This design comes from an exercise in tuning for small area, a short achievable clock period and few clock cycles on the open sky130 flow, not from production work.
In this exercise RTL edits were held to simulation tests only and were not proved equivalent to the original.

## design/flow/constraint.sdc

```tcl
create_clock -name core_clock -period 12.0 [get_ports {Clk}]
set_input_delay 2.4000 -clock core_clock [delete_from_list [all_inputs] [get_ports {Clk}]]
set_output_delay 2.4000 -clock core_clock [all_outputs]
set_load 0.01 [all_outputs]
```

## design/flow/design.v

```verilog
`default_nettype none
package path_geom_pkg;
	typedef logic [8-1:0] coord_t;
	typedef struct packed
	{
		coord_t x;
		coord_t y;
	} node_t;  
	typedef logic [16-1:0] cost_t;  
	typedef struct packed
	{
		node_t start_node;
		node_t goal_node;
	} search_cfg_t;
endpackage
`default_nettype wire
`default_nettype none
package sort_ctrl_pkg;
	typedef logic [$clog2(16)-1:0] list_idx_t;  
	typedef logic [$clog2(16+1)-1:0] list_count_t;  
	typedef enum logic [2:0]
	{
		st_idle,
		st_fetch,
		st_compare,
		st_swap,
		st_advance,
		st_finished
	} sort_state_t;
endpackage
`default_nettype wire
`default_nettype none
`timescale 1ns/1ps
module node_store
(
	input wire logic Clk,
	input wire logic Reset,
	input wire logic clear,
	input wire logic load_valid,
	input wire path_geom_pkg::node_t load_node,
	input wire logic busy,
	input wire sort_ctrl_pkg::list_idx_t pair_index,
	input wire logic swap,
	input wire sort_ctrl_pkg::list_idx_t rd_index,
	output path_geom_pkg::node_t node_a,
	output path_geom_pkg::node_t node_b,
	output path_geom_pkg::node_t rd_node,
	output sort_ctrl_pkg::list_count_t fill_count
);
	localparam int idx_w = $clog2(16);
	localparam int cnt_w = $clog2(16+1);
	localparam sort_ctrl_pkg::list_count_t full_count = cnt_w'(16);
	logic [2*8-1:0] nodes [0:16-1];
	sort_ctrl_pkg::list_idx_t pair_next;
	sort_ctrl_pkg::list_idx_t fill_idx;
	logic list_full;
	logic do_append;
	assign list_full = (fill_count == full_count);
	assign fill_idx = idx_w'(fill_count);  
	assign do_append = load_valid && !busy && !list_full && !clear;
	always_ff @(posedge Clk or posedge Reset)
	begin
		if (Reset)
			fill_count <= '0;
		else if (clear)
			fill_count <= '0;  
		else if (do_append)
			fill_count <= fill_count + cnt_w'(1);
	end
	assign pair_next = pair_index + idx_w'(1);
	always_ff @(posedge Clk)
	begin
		if (swap)
		begin
			nodes[pair_index] <= node_b;  
			nodes[pair_next] <= node_a;
		end
		else if (do_append)
		begin
			nodes[fill_idx] <= load_node;
		end
	end
	assign node_a = nodes[pair_index];
	assign node_b = nodes[pair_next];
	assign rd_node = nodes[rd_index];  
endmodule
`default_nettype wire
`default_nettype none
`timescale 1ns/1ps
module octile_cost
(
	input wire logic Clk,
	input wire logic Reset,
	input wire path_geom_pkg::node_t node,
	input wire path_geom_pkg::search_cfg_t cfg,
	output path_geom_pkg::cost_t cost
);
	localparam int cost_w = 16;
	localparam path_geom_pkg::cost_t straight_w = cost_w'(10);
	localparam path_geom_pkg::cost_t diag_w = cost_w'(14);
	path_geom_pkg::cost_t dist_start;
	path_geom_pkg::cost_t dist_goal;
	function automatic logic [16-1:0] octile_dist(input path_geom_pkg::node_t a, input path_geom_pkg::node_t b);
		logic [8-1:0] dx;
		logic [8-1:0] dy;
		logic [8-1:0] lo;
		logic [8-1:0] hi;
		dx = (a.x > b.x) ? a.x - b.x : b.x - a.x;
		dy = (a.y > b.y) ? a.y - b.y : b.y - a.y;
		if (dx < dy)
		begin
			lo = dx;
			hi = dy;
		end
		else
		begin
			lo = dy;
			hi = dx;
		end
		octile_dist = diag_w * cost_w'(lo) + straight_w * cost_w'(hi - lo);
	endfunction
	always_comb
	begin
		dist_start = octile_dist(node, cfg.start_node);
		dist_goal = octile_dist(node, cfg.goal_node);
	end
	always_ff @(posedge Clk or posedge Reset)
	begin
		if (Reset)
			cost <= '0;
		else
			cost <= dist_start + dist_goal;  
	end
endmodule
`default_nettype wire
`default_nettype none
`timescale 1ns/1ps
module bubble_sort_ctrl
(
	input wire logic Clk,
	input wire logic Reset,
	input wire logic start,
	input wire logic clear,
	input wire sort_ctrl_pkg::list_count_t fill_count,
	input wire path_geom_pkg::cost_t cost_a,
	input wire path_geom_pkg::cost_t cost_b,
	output sort_ctrl_pkg::list_idx_t pair_index,
	output logic swap,
	output logic busy,
	output logic done
);
	localparam int idx_w = $clog2(16);
	localparam int cnt_w = $clog2(16+1);
	localparam sort_ctrl_pkg::list_count_t min_sortable = cnt_w'(2);
	sort_ctrl_pkg::sort_state_t state;
	sort_ctrl_pkg::sort_state_t state_next;
	sort_ctrl_pkg::list_count_t last_pair;
	logic at_last_pair;
	logic too_short;
	logic out_of_order;
	logic swapped;  
	assign too_short = (fill_count < min_sortable);
	assign last_pair = fill_count - min_sortable;
	assign at_last_pair = (cnt_w'(pair_index) == last_pair);
	assign out_of_order = (cost_a > cost_b);  
	always_comb
	begin
		state_next = state;
		case (state)
			sort_ctrl_pkg::st_idle, sort_ctrl_pkg::st_finished:
			begin
				if (start)
					state_next = sort_ctrl_pkg::st_fetch;
			end
			sort_ctrl_pkg::st_fetch:
			begin
				if (too_short)
					state_next = sort_ctrl_pkg::st_finished;  
				else
					state_next = sort_ctrl_pkg::st_compare;  
			end
			sort_ctrl_pkg::st_compare:
			begin
				if (out_of_order)
					state_next = sort_ctrl_pkg::st_swap;
				else
					state_next = sort_ctrl_pkg::st_advance;
			end
			sort_ctrl_pkg::st_swap:
			begin
				state_next = sort_ctrl_pkg::st_advance;
			end
			sort_ctrl_pkg::st_advance:
			begin
				if (at_last_pair && !swapped)
					state_next = sort_ctrl_pkg::st_finished;  
				else
					state_next = sort_ctrl_pkg::st_fetch;
			end
			default:
			begin
				state_next = sort_ctrl_pkg::st_idle;
			end
		endcase
	end
	always_ff @(posedge Clk or posedge Reset)
	begin
		if (Reset)
			state <= sort_ctrl_pkg::st_idle;
		else if (clear)
			state <= sort_ctrl_pkg::st_idle;  
		else
			state <= state_next;
	end
	always_ff @(posedge Clk or posedge Reset)
	begin
		if (Reset)
		begin
			pair_index <= '0;
			swapped <= 1'b0;
		end
		else if (clear || ((state == sort_ctrl_pkg::st_idle || state == sort_ctrl_pkg::st_finished) && start))
		begin
			pair_index <= '0;
			swapped <= 1'b0;
		end
		else if (state == sort_ctrl_pkg::st_compare && out_of_order)
		begin
			swapped <= 1'b1;
		end
		else if (state == sort_ctrl_pkg::st_advance)
		begin
			if (at_last_pair)
			begin
				pair_index <= '0;  
				swapped <= 1'b0;
			end
			else
			begin
				pair_index <= pair_index + idx_w'(1);
			end
		end
	end
	assign swap = (state == sort_ctrl_pkg::st_swap);
	assign busy = (state != sort_ctrl_pkg::st_idle) && (state != sort_ctrl_pkg::st_finished);
	assign done = (state == sort_ctrl_pkg::st_finished);  
endmodule
`default_nettype wire
`default_nettype none
`timescale 1ns/1ps
module open_list_sorter_top
(
	input wire logic Clk,
	input wire logic Reset,
	input wire path_geom_pkg::search_cfg_t cfg,
	input wire logic clear,
	input wire logic load_valid,
	input wire path_geom_pkg::node_t load_node,
	input wire logic start,
	input wire sort_ctrl_pkg::list_idx_t rd_index,
	output path_geom_pkg::node_t rd_node,
	output logic busy,
	output logic done
);
	path_geom_pkg::node_t node_a;
	path_geom_pkg::node_t node_b;
	path_geom_pkg::cost_t cost_a;
	path_geom_pkg::cost_t cost_b;
	sort_ctrl_pkg::list_idx_t pair_index;
	sort_ctrl_pkg::list_count_t fill_count;
	logic swap;
	node_store store
	(
		.Clk(Clk),
		.Reset(Reset),
		.clear(clear),
		.load_valid(load_valid),
		.load_node(load_node),
		.busy(busy),
		.pair_index(pair_index),
		.swap(swap),
		.rd_index(rd_index),
		.node_a(node_a),
		.node_b(node_b),
		.rd_node(rd_node),
		.fill_count(fill_count)
	);
	octile_cost cost_a_unit
	(
		.Clk(Clk),
		.Reset(Reset),
		.node(node_a),
		.cfg(cfg),
		.cost(cost_a)
	);
	octile_cost cost_b_unit
	(
		.Clk(Clk),
		.Reset(Reset),
		.node(node_b),
		.cfg(cfg),
		.cost(cost_b)
	);
	bubble_sort_ctrl ctrl
	(
		.Clk(Clk),
		.Reset(Reset),
		.start(start),
		.clear(clear),
		.fill_count(fill_count),
		.cost_a(cost_a),
		.cost_b(cost_b),
		.pair_index(pair_index),
		.swap(swap),
		.busy(busy),
		.done(done)
	);
endmodule
`default_nettype wire
```

## design/flow/run.sh

```bash
#!/bin/bash
# synth_recipe.tcl (not shown) runs the flow's synth.tcl, then flattens the netlist and writes it again
# the make line also repeats each setting of config.mk as NAME=value (left out here)
make -C /OpenROAD-flow-scripts/flow DESIGN_CONFIG=/design/flow/config.mk WORK_HOME=/design/flow/orfs CLKGATE_MAP_FILE= SYNTH_SCRIPT=/design/flow/synth_recipe.tcl finish
```

## design/flow/config.mk

```make
export PLATFORM = sky130hd
export DESIGN_NAME = open_list_sorter_top
export DESIGN_NICKNAME = open_list_sorter_top
export VERILOG_FILES = /design/flow/design.v
export SDC_FILE = /design/flow/constraint.sdc
export NUM_CORES = 4
export LEC_CHECK = 0
export CAP_MARGIN = 20
export CORE_MARGIN = 2
export CORE_UTILIZATION = 40
export SLEW_MARGIN = 20
```

==> results.sh <==
export IMPL_synth_top_area_share_pct=24.0
export IMPL_maxSlewViolCount=0
export IMPL_wl_per_cell_um=23.2
export IMPL_grt_max_degree=59
export IMPL_ys_ff_latch=299
export IMPL_die_area_mm2=0.0823
export IMPL_hp_class="flip-flop to flip-flop"
export IMPL_clock_sinks=299
export IMPL_cts_tree="yes"
export IMPL_synth_area_mm2=0.0320
export IMPL_synth_area_leaders="edfxtp_1 24%, mux4_2 15%, ha_1 13%"
export IMPL_io_pins=75
export IMPL_ys_seq_area_share_pct=27.4
export IMPL_synth_nets=3433
export IMPL_clk_pin_slew_ns=0.05
export IMPL_area_growth_pct=15.1
export IMPL_synth_common_cells="325 x ha_1, 324 x mux2i_1, 307 x inv_1, 256 x edfxtp_1"
export IMPL_setup_viol=0
export IMPL_maxCapViolations=0
export IMPL_worstSetupPathType="primary input to flip-flop"
export IMPL_antenna_found_initial=0
export IMPL_drc_errors=0
export IMPL_clock_path_buffers=3
export IMPL_fin_crit_ns=11.43
export IMPL_finClkSkew_ns=0.0290
export IMPL_cp_max_fo=5
export IMPL_status="finished clean"
export IMPL_yosys_cell_types_count=82
export IMPL_cts_root_buf="clkbuf_16"
export IMPL_slowest_delay_ns=0.55
export IMPL_placed_cells=4146
export IMPL_cts_hold_buf=0
export IMPL_die_h_um=287
export IMPL_clk_latency_ns=0.57
export IMPL_period_share_pct=95.2
export IMPL_gp_congestion=0.948
export IMPL_grt_pass1_wl_mm=147
export IMPL_core_mm2=0.0791
export IMPL_slowest_stage="fa_1"
export IMPL_ff2ff_setup_slack_ns=0.62
export IMPL_maxSlewHeadroom_pct=30.4
export IMPL_rows=103
export IMPL_numPortBuffers=74
export IMPL_crit_required_ns=12.43
export IMPL_final_util_pct=46.6
export IMPL_rsz0062_at_grt="true"
export IMPL_numCtsBuffers=35
export IMPL_die_width_um=287
export IMPL_fillerInstances=7385
export IMPL_instances_no_fill=4234
export IMPL_grt_remaining_overflow=0
export IMPL_nNetsFinal=3635
export IMPL_drive_gt1_share_pct=19.6
export IMPL_grt_pass1_vias=24131
export IMPL_critPathCaptureType="flip-flop"
export IMPL_h_tree_depth=2
export IMPL_ys_flop_type="edfxtp_1"
export IMPL_drt_iter0_markers=2689
export IMPL_cpMostUsedCell="ha_1"
export IMPL_regArea_mm2=0.00877
export IMPL_diodes=0
export IMPL_dr_pass1_iters=5
export IMPL_ant_nets=0
export IMPL_crit_arrival_ns=11.85
export IMPL_yosysMostFrequentCell="ha_1"
export IMPL_synth_edf_count=256
export IMPL_worst_pin_slew_ns=1.04
export IMPL_yosys_warnings=3
export IMPL_yosys_area_top_type="edfxtp_1"
export IMPL_syn_area_per_cell_um2=10.8
export IMPL_finalHoldViolations=0
export IMPL_dp_hpwl_mm=70.6
export IMPL_multiInputGateArea_mm2=0.0219
export IMPL_wl_mm=98.4
export IMPL_cp_start_kind="primary input"
export IMPL_synth_cells=2957
export IMPL_dr_total_vias=24743
export IMPL_via_per_inst=5.84
export IMPL_synth_async_reset_ratio_pct=14.4
export IMPL_start_util_pct=40.5
export IMPL_grtUsageTotal_pct=23.6
export IMPL_max_freq_mhz=87.5
-- layout by cell type, fill, tap and decap left out, types with 6 or more instances in the layout --
cell type / instances
a211oi_1: 12
a21boi_0: 16
a21o_1: 46
a21oi_1: 128
a21oi_2: 14
a31oi_1: 13
and2_1: 16
and3_1: 16
buf_4: 233
clkbuf_1: 7
clkbuf_16: 36
clkdlybuf4s50_1: 71
dfrtp_1: 39
edfxtp_1: 256
fa_1: 94
ha_1: 321
inv_1: 305
mux2_2: 30
mux2i_1: 322
mux4_2: 210
nand2_1: 210
nand2b_1: 21
nand3_1: 43
nand4_1: 29
nor2_1: 116
nor2b_1: 26
nor3_1: 27
nor3b_1: 6
o211ai_1: 12
o21a_1: 21
o21ai_0: 81
o21ai_1: 32
o21ai_2: 19
o21bai_1: 32
o221ai_1: 8
o22ai_1: 7
or2_2: 7
xnor2_1: 122
xor2_1: 29
-- flip-flops by register name, summed over array words and instances, names as in the netlist --
register and flops:
store.nodes 256, cost_b_unit.cost 15, ctrl.swapped 1, cost_a_unit.cost 15
ctrl.pair_index 4, store.fill_count 5, ctrl.state 3
-- metrics by stage --
step           worst slack, ns  hold WS (ns)  area (um^2)  TNS (ns)
2_1_floorplan          -0.0586         0.502        32000   -0.0586
3_3_place_gp            -0.154         0.518        35300    -0.224
3_5_place_dp            -0.231         0.527        35300    -0.381
4_1_cts                 0.0255         0.534        36400         0
5_1_grt                -0.0526         0.586        36900   -0.0825
6_report                 0.574         0.530        36900         0
-- layer usage --
layer	GRT usage, %	vias to the layer above	share of wire [%]
li1	-	11257	-
met1	34.1	12232	43
met2	36.3	1054	44
met3	3.21	200	8.3
met4	8.16	0	3.9
met5	0	-	0
-- repair_timing --
action,in CTS,in global routing
buffers inserted,0,25
gates resized for setup,1,48
endpoints found under the setup margin,1,9
endpoints found under the hold margin,0,0
cloned,0,1
pin swaps,0,10
-- critical path: cells and delay by family --
family	cells	cell delay (ns)
buffers and inverters	5	0.91
adders and majority gates	9	3.02
AOI/OAI and AO/OA	15	2.76
xor gates and xnor gates	5	0.98
and+or+nand+nor	8	1.09
muxes	2	0.70
-- path summary, 6_finish.rpt --
kind	endpoint	cells after the start	start
max	cost_a_unit.cost[15]$_DFF_PP0_	44	cfg[0]
min	ctrl.swapped$_DFFE_PP0P_	2	ctrl.swapped$_DFFE_PP0P_
max reg2reg	cost_a_unit.cost[15]$_DFF_PP0_	48	ctrl.pair_index[0]$_DFFE_PP0P_
min reg2reg	ctrl.swapped$_DFFE_PP0P_	2	ctrl.swapped$_DFFE_PP0P_
max in group asynchronous	ctrl.pair_index[0]$_DFFE_PP0P_	3	Reset
min in group asynchronous	store.fill_count[3]$_DFFE_PP0P_	3	Reset
-- kinds of logic (layout without fill, tap and decap cells) --
logic type / Yosys count / count (layout) / share of synthesized area [%]
simple gates: 550 / 550 / 8.03
mux: 566 / 566 / 26.0
buf+inv: 456 / 683 / 5.37
compound gates: 506 / 506 / 10.2
fa+ha+maj: 420 / 420 / 18.6
xor+xnor: 160 / 160 / 4.42
flops: 299 / 299 / 27.4
-- area by class of cell --
cell class | instances | area share, %
Sequential cell | 299 | 23.8
Clock inverter | 18 | 0.499
Inverter | 307 | 3.14
Tap cell | 1050 | 3.56
Clock buffer | 44 | 2.52
Multi-Input combinational cell | 2202 | 59.3
Timing Repair Buffer | 314 | 7.15
Testbench counts, summed over its fixed seeds: cycles 46,245.

[port drivers added, routing unchanged]
In the flow no input, the clock included, has a driving cell. The finished layout below was timed again as built, in two steps. Step 1 (the two cells are an assumption about what drives the block):
set clk [get_ports {Clk}]
set_driving_cell -lib_cell sky130_fd_sc_hd__clkbuf_16 $clk
set_driving_cell -lib_cell sky130_fd_sc_hd__buf_2 [delete_from_list [all_inputs] $clk]
Step 2 times the ports against the registers' clock, not the clock port: input delays grow and output delays shrink by t, the midpoint of the rising clock arrivals with the driver on. Three values: no drivers, after step 1, after step 2; two values: the first two.
t, ns: 0.619
setup WS [ns]: 0.574 / 0.608 / -0.011
worst register clock-pin slew, ns: 0.06 / 0.06
With both steps, setup timing fails in this run, where it was met with ideal ports. The setup slack of this run moves by +0.034 ns with the drivers and by -0.585 ns with both steps.
